Background: an optimization exercise with open tools, aiming at small area, a short achievable clock period and few clock cycles. Do not read the settings as production practice. The RTL was checked by simulation tests, not by an equivalence proof against the original design.

==> design/flow/design.v <==
package conv_pkg;
    localparam int IN_W       = 18;            
    localparam int ACC_W      = 41;            
    localparam int IMG_R      = 8;
    localparam int IMG_C      = 8;
    localparam int MAX_K      = 5;
    localparam int FIFO_DEPTH = IMG_C - 1;     
    localparam int MAC_LAT    = 2;             
    typedef logic signed [IN_W-1:0]  data_t;
    typedef logic signed [ACC_W-1:0] acc_t;
    typedef logic [2:0]              k_t;
    typedef logic [3:0]              user_t;   
    typedef logic [5:0]              x_addr_t;
    typedef logic [4:0]              w_addr_t;
    typedef logic [2:0]              row_t;
    typedef logic [2:0]              col_t;
    typedef logic [2:0]              tap_t;
    typedef logic [2:0]              fifo_ptr_t;
    typedef logic [2:0]              fifo_cnt_t;
    typedef enum logic [2:0] {
        IDLE, SET_MAC, READ, COMPUTE, WAIT, WRITE, DONE
    } conv_state_t;
endpackage
module sample_ram #(
    parameter int DEPTH = 64
) (
    input  logic                       clk,
    input  logic                       i_wr_en,
    input  logic [$clog2(DEPTH)-1:0]   i_addr,
    input  conv_pkg::data_t            i_data,
    output conv_pkg::data_t            o_data
);
    conv_pkg::data_t mem [DEPTH];
    always_ff @(posedge clk) begin
        if (i_wr_en) mem[i_addr] <= i_data;
        o_data <= mem[i_addr];    
    end
endmodule
module load_ctrl (
    input  logic              clk,
    input  logic              reset,
    input  conv_pkg::data_t   i_data,
    input  logic              i_valid,
    input  conv_pkg::user_t   i_user,
    output logic              o_ready,
    input  logic              i_frame_done,
    output logic              o_loaded,
    output conv_pkg::k_t      o_k,
    output conv_pkg::data_t   o_bias,
    input  conv_pkg::x_addr_t i_x_addr,
    input  conv_pkg::w_addr_t i_w_addr,
    output conv_pkg::data_t   o_x_data,
    output conv_pkg::data_t   o_w_data
);
    typedef enum logic [2:0] {L_IDLE, L_LOAD_W, L_LOAD_B, L_LOAD_X, L_LOADED} load_state_t;
    load_state_t state, state_next;
    conv_pkg::x_addr_t     wr_idx, wr_idx_next;    
    conv_pkg::k_t          k_reg, k_cur;
    conv_pkg::w_addr_t     last_w;
    logic        hs, new_w;
    logic        w_wr_en, x_wr_en;
    conv_pkg::w_addr_t     w_addr;
    conv_pkg::x_addr_t     x_addr;
    assign hs       = i_valid && o_ready;
    assign new_w    = i_user[0];
    assign o_ready  = (state != L_LOADED);
    assign o_loaded = (state == L_LOADED);
    assign o_k      = k_reg;
    assign k_cur  = (state == L_IDLE) ? i_user[3:1] : k_reg;
    assign last_w = conv_pkg::w_addr_t'(k_cur) * conv_pkg::w_addr_t'(k_cur) - conv_pkg::w_addr_t'(1);
    assign w_wr_en = hs && ((state == L_IDLE && new_w) || state == L_LOAD_W);
    assign x_wr_en = hs && ((state == L_IDLE && !new_w) || state == L_LOAD_X);
    assign w_addr  = o_loaded ? i_w_addr : conv_pkg::w_addr_t'(wr_idx);
    assign x_addr  = o_loaded ? i_x_addr : wr_idx;
    always_comb begin
        state_next  = state;
        wr_idx_next = wr_idx;
        case (state)
            L_IDLE, L_LOAD_W: begin
                if (hs && state == L_IDLE && !new_w) begin
                    wr_idx_next = conv_pkg::x_addr_t'(1);      
                    state_next  = L_LOAD_X;
                end else if (hs && conv_pkg::w_addr_t'(wr_idx) == last_w) begin
                    wr_idx_next = '0;
                    state_next  = L_LOAD_B;
                end else if (hs) begin
                    wr_idx_next = wr_idx + conv_pkg::x_addr_t'(1);
                    state_next  = L_LOAD_W;
                end
            end
            L_LOAD_B: if (hs) state_next = L_LOAD_X;
            L_LOAD_X: begin
                if (hs) begin
                    wr_idx_next = wr_idx + conv_pkg::x_addr_t'(1);    
                    if (wr_idx == conv_pkg::x_addr_t'(conv_pkg::IMG_R * conv_pkg::IMG_C - 1)) state_next = L_LOADED;
                end
            end
            L_LOADED: if (i_frame_done) state_next = L_IDLE;
            default:  state_next = L_IDLE;
        endcase
    end
    always_ff @(posedge clk) begin
        if (reset) begin
            state  <= L_IDLE;
            wr_idx <= '0;
            k_reg  <= '0;
        end else begin
            state  <= state_next;
            wr_idx <= wr_idx_next;
            if (hs && state == L_IDLE && new_w) k_reg <= i_user[3:1];
        end
    end
    always_ff @(posedge clk) begin
        if (hs && state == L_LOAD_B) o_bias <= i_data;    
    end
    sample_ram #(.DEPTH(conv_pkg::MAX_K * conv_pkg::MAX_K)) w_ram (
        .clk     (clk),
        .i_wr_en (w_wr_en),
        .i_addr  (w_addr),
        .i_data  (i_data),
        .o_data  (o_w_data)
    );
    sample_ram #(.DEPTH(conv_pkg::IMG_R * conv_pkg::IMG_C)) x_ram (
        .clk     (clk),
        .i_wr_en (x_wr_en),
        .i_addr  (x_addr),
        .i_data  (i_data),
        .o_data  (o_x_data)
    );
endmodule
module window_counter (
    input  logic              clk,
    input  logic              reset,
    input  conv_pkg::k_t      i_k,
    input  logic              i_win_start,
    input  logic              i_tap_step,
    input  logic              i_pos_step,
    output conv_pkg::x_addr_t o_x_addr,
    output conv_pkg::w_addr_t o_w_addr,
    output logic              o_last_tap,
    output logic              o_last_pos
);
    conv_pkg::row_t    r, last_r;
    conv_pkg::col_t    c, last_c;
    conv_pkg::tap_t    i, j;           
    conv_pkg::w_addr_t tap_cnt;        
    assign last_r = conv_pkg::row_t'(conv_pkg::IMG_R - int'(i_k));
    assign last_c = conv_pkg::col_t'(conv_pkg::IMG_C - int'(i_k));
    assign o_x_addr   = conv_pkg::x_addr_t'((r + i) * conv_pkg::IMG_C + c + j);
    assign o_w_addr   = conv_pkg::w_addr_t'(i) * conv_pkg::w_addr_t'(i_k) + conv_pkg::w_addr_t'(j);
    assign o_last_tap = (tap_cnt == conv_pkg::w_addr_t'(i_k) * conv_pkg::w_addr_t'(i_k));
    assign o_last_pos = (r == last_r) && (c == last_c);
    always_ff @(posedge clk) begin
        if (reset || i_win_start) begin
            i       <= '0;
            j       <= '0;
            tap_cnt <= '0;
        end else if (i_tap_step) begin
            tap_cnt <= tap_cnt + conv_pkg::w_addr_t'(1);
            if (j == conv_pkg::tap_t'(i_k - conv_pkg::k_t'(1))) begin
                j <= '0;
                i <= (i == conv_pkg::tap_t'(i_k - conv_pkg::k_t'(1))) ? conv_pkg::tap_t'(0) : i + conv_pkg::tap_t'(1);
            end else begin
                j <= j + conv_pkg::tap_t'(1);
            end
        end
    end
    always_ff @(posedge clk) begin
        if (reset) begin
            r <= '0;
            c <= '0;
        end else if (i_pos_step) begin
            if (c == last_c) begin
                c <= '0;
                r <= (r == last_r) ? conv_pkg::row_t'(0) : r + conv_pkg::row_t'(1);    
            end else begin
                c <= c + conv_pkg::col_t'(1);
            end
        end
    end
endmodule
module conv_ctrl (
    input  logic clk,
    input  logic reset,
    input  logic i_loaded,
    output logic o_frame_done,
    output logic o_win_start,
    output logic o_tap_step,
    output logic o_pos_step,
    input  logic i_last_tap,
    input  logic i_last_pos,
    output logic o_mac_init,
    output logic o_mac_valid,
    output logic o_fifo_valid,
    input  logic i_fifo_ready
);
    conv_pkg::conv_state_t state, state_next;
    logic [1:0]  wait_cnt;    
    always_comb begin
        state_next   = state;
        o_frame_done = 1'b0;
        o_win_start  = 1'b0;
        o_tap_step   = 1'b0;
        o_pos_step   = 1'b0;
        o_mac_init   = 1'b0;
        o_mac_valid  = 1'b0;
        o_fifo_valid = 1'b0;
        case (state)
            conv_pkg::IDLE:    if (i_loaded) state_next = conv_pkg::SET_MAC;
            conv_pkg::SET_MAC: begin
                o_win_start = 1'b1;
                o_mac_init  = 1'b1;       
                state_next  = conv_pkg::READ;
            end
            conv_pkg::READ: begin
                o_tap_step = 1'b1;        
                state_next = conv_pkg::COMPUTE;
            end
            conv_pkg::COMPUTE: begin
                o_mac_valid = 1'b1;
                o_tap_step  = !i_last_tap;
                if (i_last_tap) state_next = conv_pkg::WAIT;
            end
            conv_pkg::WAIT:    if (wait_cnt == 2'(conv_pkg::MAC_LAT - 1)) state_next = conv_pkg::WRITE;
            conv_pkg::WRITE: begin
                o_fifo_valid = 1'b1;
                if (i_fifo_ready) begin
                    o_pos_step = 1'b1;
                    state_next = i_last_pos ? conv_pkg::DONE : conv_pkg::SET_MAC;
                end
            end
            conv_pkg::DONE: begin
                o_frame_done = 1'b1;      
                state_next   = conv_pkg::IDLE;
            end
            default: state_next = conv_pkg::IDLE;
        endcase
    end
    always_ff @(posedge clk) begin
        if (reset) begin
            state    <= conv_pkg::IDLE;
            wait_cnt <= '0;
        end else begin
            state    <= state_next;
            wait_cnt <= (state == conv_pkg::WAIT) ? wait_cnt + 2'd1 : 2'd0;
        end
    end
endmodule
module mac_acc (
    input  logic            clk,
    input  logic            reset,
    input  conv_pkg::data_t i_x,
    input  conv_pkg::data_t i_w,
    input  conv_pkg::data_t i_bias,
    input  logic            i_init,
    input  logic            i_valid,
    output conv_pkg::acc_t  o_acc
);
    logic signed [2*conv_pkg::IN_W-1:0] prod_q;    
    logic                     valid_d;
    always_ff @(posedge clk) begin
        prod_q <= i_x * i_w;
    end
    always_ff @(posedge clk) begin
        if (reset) begin
            valid_d <= 1'b0;
            o_acc   <= '0;
        end else begin
            valid_d <= i_valid;
            if (i_init) o_acc <= conv_pkg::acc_t'(i_bias);                
            else if (valid_d) o_acc <= o_acc + conv_pkg::acc_t'(prod_q);
        end
    end
endmodule
module out_fifo (
    input  logic           clk,
    input  logic           reset,
    input  conv_pkg::acc_t i_data,
    input  logic           i_valid,
    output logic           o_ready,
    output conv_pkg::acc_t o_data,
    output logic           o_valid,
    input  logic           i_ready
);
    conv_pkg::acc_t      mem [conv_pkg::FIFO_DEPTH];
    conv_pkg::fifo_ptr_t wr_ptr, rd_ptr, rd_next;
    conv_pkg::fifo_cnt_t count;
    logic      full, wr_en, rd_en;
    assign full    = (count == conv_pkg::fifo_cnt_t'(conv_pkg::FIFO_DEPTH));
    assign o_valid = (count != '0);
    assign o_ready = !full || rd_en;       
    assign wr_en   = i_valid && o_ready;
    assign rd_en   = o_valid && i_ready;
    always_comb begin
        rd_next = rd_ptr;
        if (rd_en) begin
            rd_next = (rd_ptr == conv_pkg::fifo_ptr_t'(conv_pkg::FIFO_DEPTH - 1)) ? '0 : rd_ptr + conv_pkg::fifo_ptr_t'(1);
        end
    end
    always_ff @(posedge clk) begin
        if (wr_en) mem[wr_ptr] <= i_data;
        if (wr_en && wr_ptr == rd_next) o_data <= i_data;    
        else o_data <= mem[rd_next];
    end
    always_ff @(posedge clk) begin
        if (reset) begin
            wr_ptr <= '0;
            rd_ptr <= '0;
            count  <= '0;
        end else begin
            rd_ptr <= rd_next;
            if (wr_en) begin
                wr_ptr <= (wr_ptr == conv_pkg::fifo_ptr_t'(conv_pkg::FIFO_DEPTH - 1)) ? '0 : wr_ptr + conv_pkg::fifo_ptr_t'(1);
            end
            if (wr_en && !rd_en) count <= count + conv_pkg::fifo_cnt_t'(1);
            else if (!wr_en && rd_en) count <= count - conv_pkg::fifo_cnt_t'(1);
        end
    end
endmodule
module conv_top (
    input  logic            clk,
    input  logic            reset,
    input  conv_pkg::data_t i_in_data,
    input  logic            i_in_valid,
    input  conv_pkg::user_t i_in_user,
    output logic            o_in_ready,
    output conv_pkg::acc_t  o_out_data,
    output logic            o_out_valid,
    input  logic            i_out_ready
);
    logic    loaded, frame_done;
    conv_pkg::k_t      k;
    conv_pkg::data_t   bias, x_data, w_data;
    conv_pkg::x_addr_t x_addr;
    conv_pkg::w_addr_t w_addr;
    logic    win_start, tap_step, pos_step, last_tap, last_pos;
    logic    mac_init, mac_valid;
    conv_pkg::acc_t    acc;
    logic    fifo_valid, fifo_ready;
    load_ctrl u_load (
        .clk(clk), .reset(reset),
        .i_data(i_in_data), .i_valid(i_in_valid), .i_user(i_in_user), .o_ready(o_in_ready),
        .i_frame_done(frame_done), .o_loaded(loaded), .o_k(k), .o_bias(bias),
        .i_x_addr(x_addr), .i_w_addr(w_addr), .o_x_data(x_data), .o_w_data(w_data)
    );
    window_counter u_win (
        .clk(clk), .reset(reset), .i_k(k),
        .i_win_start(win_start), .i_tap_step(tap_step), .i_pos_step(pos_step),
        .o_x_addr(x_addr), .o_w_addr(w_addr), .o_last_tap(last_tap), .o_last_pos(last_pos)
    );
    conv_ctrl u_ctrl (
        .clk(clk), .reset(reset), .i_loaded(loaded), .o_frame_done(frame_done),
        .o_win_start(win_start), .o_tap_step(tap_step), .o_pos_step(pos_step),
        .i_last_tap(last_tap), .i_last_pos(last_pos),
        .o_mac_init(mac_init), .o_mac_valid(mac_valid),
        .o_fifo_valid(fifo_valid), .i_fifo_ready(fifo_ready)
    );
    mac_acc u_mac (
        .clk(clk), .reset(reset), .i_x(x_data), .i_w(w_data), .i_bias(bias),
        .i_init(mac_init), .i_valid(mac_valid), .o_acc(acc)
    );
    out_fifo u_fifo (
        .clk(clk), .reset(reset),
        .i_data(acc), .i_valid(fifo_valid), .o_ready(fifo_ready),
        .o_data(o_out_data), .o_valid(o_out_valid), .i_ready(i_out_ready)
    );
endmodule
==> design/flow/run.sh <==
#!/bin/bash
# synth_recipe.tcl (not shown) runs the flow's synth.tcl, then flattens the netlist and writes it again
# the make line also repeats each setting of config.mk as NAME=value (left out here)
make -C /OpenROAD-flow-scripts/flow DESIGN_CONFIG=/design/flow/config.mk WORK_HOME=/design/flow/orfs CLKGATE_MAP_FILE= SYNTH_SCRIPT=/design/flow/synth_recipe.tcl finish
==> design/flow/config.mk <==
export PLATFORM = sky130hd
export DESIGN_NAME = conv_top
export DESIGN_NICKNAME = conv_top
export VERILOG_FILES = /design/flow/design.v
export SDC_FILE = /design/flow/constraint.sdc
export NUM_CORES = 4
export LEC_CHECK = 0
export CAP_MARGIN = 20
export CORE_MARGIN = 2
export CORE_UTILIZATION = 40
export SLEW_MARGIN = 20
==> design/flow/constraint.sdc <==
create_clock -name core_clock -period 9.0 [get_ports {clk}]
set_input_delay 1.8000 -clock core_clock [delete_from_list [all_inputs] [get_ports {clk}]]
set_output_delay 1.8000 -clock core_clock [all_outputs]
set_load 0.01 [all_outputs]
==> results.ini <==
[sta]
number_of_failing_hold_endpoints_at_the_final_stage = 0
finalWorstPathRequiredPeriod_ps = 6870
max_freq_mhz = 145
post_route_fraction_of_the_period_consumed_by_the_critical_path_pct = 76.4
max_slew_margin_pct = 16.8
setup-tns-final_ps = 0
setup_viols_final = 0
clock_skew_ps = 79.3
worstMarginPinSlew_ps = 1250
grt_setup_unrepaired = no
report.final.slew_viol_count = 0

[drt]
via_per_inst = 5.72
avgRoutedWirePerCell_um = 26.9
topmost_layer_with_routed_signal_wires = met4
ant_nets = 0
detailedRoute.firstPassIterationCount = 6
wirelength_mm = 263
detailedRoute.firstIterationViolations = 6522
wl_met1_mm = 110
drc_violations_left = 0
met3_length_mm = 22.0
met2RoutedLength_mm = 123
dr_total_vias = 56000

[critical_path]
critical_path_arrival_ps = 7630
cp-start-kind = flip-flop
worstSetupPathType = reg -> reg
cp.required_ps = 9760
crit_path_end_kind = flip-flop
worst-r2r-cell-count = 20
reg2reg_slack_ps = 2130
critical_path.reg2reg.endpoint = u_mac.prod_q[33]$_DFF_P_
reg2reg_from = u_load.w_ram.o_data[3]$_DFF_P_
critical_path_peak_fanout = 18

[cells_and_area]
largest_register_ff_count = 1152
final_layout_size_suffix_gt1_share_pct = 12.6
finish.utilization_pct = 45.1
register_name_with_the_most_flops = u_load.x_ram.mem
reg_top3 = u_load.x_ram.mem x1152, u_load.w_ram.mem x450, u_fifo.mem x287
final_net_count = 7094
area_growth_pct = 12.2

[global_routing]
number_of_global_route_vias_before_repair = 55500
grt-ovfl-total = 0
track_usage_pct = 21.9
grt_pass1_wl_mm = 384
pin_count_of_the_biggest_net_entering_global_routing = 87
number_of_antenna_violations_at_the_first_check_in_global_routing = 8

[clock_network]
tritoncts_num_sinks = 2067
worst_setup_hold_path_clk_slew_ps = 70
cts.repair.resized = 0
worstSkewPairLatency_ps = 880
hold_buffers = 0
cts_root_buffer = clkbuf_16
tritoncts.num_buffers = 205
htreeDepth = 4
max-clock-path-buffers = 3
postCtsSetupRepairBufs = 0
cts_tree = done

[floorplan]
die_w_um = 487
dieHeight_um = 487
floorplan.initialDensity_pct = 40.2
core_area_um2 = 232000
placement_rows = 177
floorplan_die_area_um2 = 237000
boundaryPins = 69

[run]
max_cap_violations = 0

[min_path]
hold_path_class = reg -> reg
hold_path_end = u_ctrl.wait_cnt[0]$_SDFF_PP0_
worst_hold_path.num_cells = 1
worst_hold_launch = u_ctrl.wait_cnt[0]$_SDFF_PP0_

[synth]
yosys_warnings = 7
synth_top_cell_by_area = edfxtp_1
synth_area_per_cell_um2 = 14.5
syn-instance-count = 6431
synth_seq_cells = 2067
number_of_enable_flip_flop_cells_after_synthesis = 1907
postSynth.topFlopCell = edfxtp_1
synth_cell_type_count = 85
post-synth-top-area-fraction_pct = 61.4
syn-cell-area_um2 = 93200
synthArstFlopShare_pct = 0
synth.area.top_cells = edfxtp_1 (61%), fa_1 (7.2%), mux4_2 (3.6%)
synth_nets = 6953
synth_seq_area_share_pct = 64.9

[place]
count_of_buffers_inserted_at_the_top_level_ports = 68
globalplace.congestion = 0.917
hpwl_mm = 161

[status]
run_status = no timing/DRC/antenna violations

[metal layers]
layer / track usage (%) / vias up
li1: - / 24200
met1: 30.6 / 28900
met2: 34.8 / 2593
met3: 3.78 / 393
met4: 7.44 / 0
met5: 0 / -
[cell usage in the layout, fill, tap and decap left out, types with 92 or more instances in the layout]
master,count
a221oi_1,101
edfxtp_1,1907
buf_4,209
a21oi_1,378
a22oi_1,164
nor2_1,201
nand2_1,743
dfxtp_1,156
inv_1,427
o21ai_0,139
fa_1,336
mux2i_1,92
and2_1,176
ha_1,160
a211oi_1,108
mux4_2,150
clkbuf_16,208
[final cells by class]
class,instances,area (um2)
clock buffers,276,5560
diodes,4,10.0
fillers,20300,128000
well taps,3043,3810
clock inverters,103,911
repair buffers,265,2160
multi-input cells,3604,30000
inverters,429,1610
flip-flops and latches,2067,60500
[synthesized netlist by cell type (76+ instances only)]
cell and n:
a22oi_1 164, edfxtp_1 1907, and2_1 176, a221oi_1 101
nand2_1 743, a211oi_1 108, a21oi_1 378, mux2i_1 94
ha_1 160, mux4_2 150, mux2_2 76, o21ai_0 139
inv_1 427, clkbuf_1 140, buf_2 120, fa_1 336
dfxtp_1 160, nor2_1 272
[worst max-delay path, stage by stage, from the launching register on]
cell and delay, ps:
dfxtp_1 730, nand2_1 170, fa_1 540, fa_1 520, fa_1 520, inv_1 60
fa_1 490, fa_1 490, inv_1 50, fa_1 470, inv_1 40, ha_1 350
a21o_1 200, a31oi_1 200, a21oi_1 120, o41a_1 320, a31oi_1 360, o21ai_0 350
a41o_1 380, a31oi_1 220, xnor2_1 150
[cell families (layout without fill, tap and decap cells)]
group,count (synthesis),count (layout),share of synthesized area (%)
AND/OR/NAND/NOR,1442,1442,6.92
buffers and inverters,760,1073,3.39
adder cells (fa/ha/maj),496,496,9.36
XOR/XNOR,114,114,1.07
multiplexers,328,328,5.67
flip-flops,2067,2067,64.9
other,0,4,0
AO/OA/AOI/OAI,1224,1224,8.72
[through the flow]
step	hold slack, ps	setup WS [ps]	instance area, um2	cells
final	432	2130	105000	9791
after floorplan	407	1980	93200	6431
after CTS	436	2120	105000	9787
after global routing	460	1750	105000	9788
after global placement	419	2240	98100	9406
after detailed placement	428	2140	98100	9408
[worst max path at each step]
stage / slack (ps) / depth (start not counted) / startpoint / to
detailed placement: 2140 / 21 / u_load.x_ram.o_data[6]$_DFF_P_ / u_mac.prod_q[33]$_DFF_P_
finish: 2130 / 20 / u_load.w_ram.o_data[3]$_DFF_P_ / u_mac.prod_q[33]$_DFF_P_
global route: 1750 / 19 / u_load.x_ram.o_data[10]$_DFF_P_ / u_mac.prod_q[34]$_DFF_P_
global placement: 2240 / 20 / u_load.x_ram.o_data[10]$_DFF_P_ / u_mac.prod_q[33]$_DFF_P_
CTS: 2120 / 20 / u_load.w_ram.o_data[3]$_DFF_P_ / u_mac.prod_q[33]$_DFF_P_
floorplan: 1980 / 3 / i_out_ready / u_fifo.mem[4][0]$_DFFE_PP_
Testbench counts, summed over its fixed seeds: cycles 43,524.

==> static timing again, ports no longer ideal <==
In the flow no input, the clock included, has a driving cell. The finished layout below was timed again as built, in two steps.
Step 1, drivers: a clkbuf_16 drives clk and a buf_2 each remaining input, both assumed.
Step 2 times the ports against the registers' clock, not the clock port: input delays grow and output delays shrink by t, the midpoint of the rising clock arrivals with the driver on.
Three values: ideal, step 1, step 2; two values: the first two.
t (ns): 0.932
setup slack, ns: 2.127 / 2.127 / 2.127
worst slew at a driven data input, ns: 0.13
After both steps setup and hold are still met in this run. The setup slack of this run moves by 0.000 ns with the drivers and by 0.000 ns with both steps.
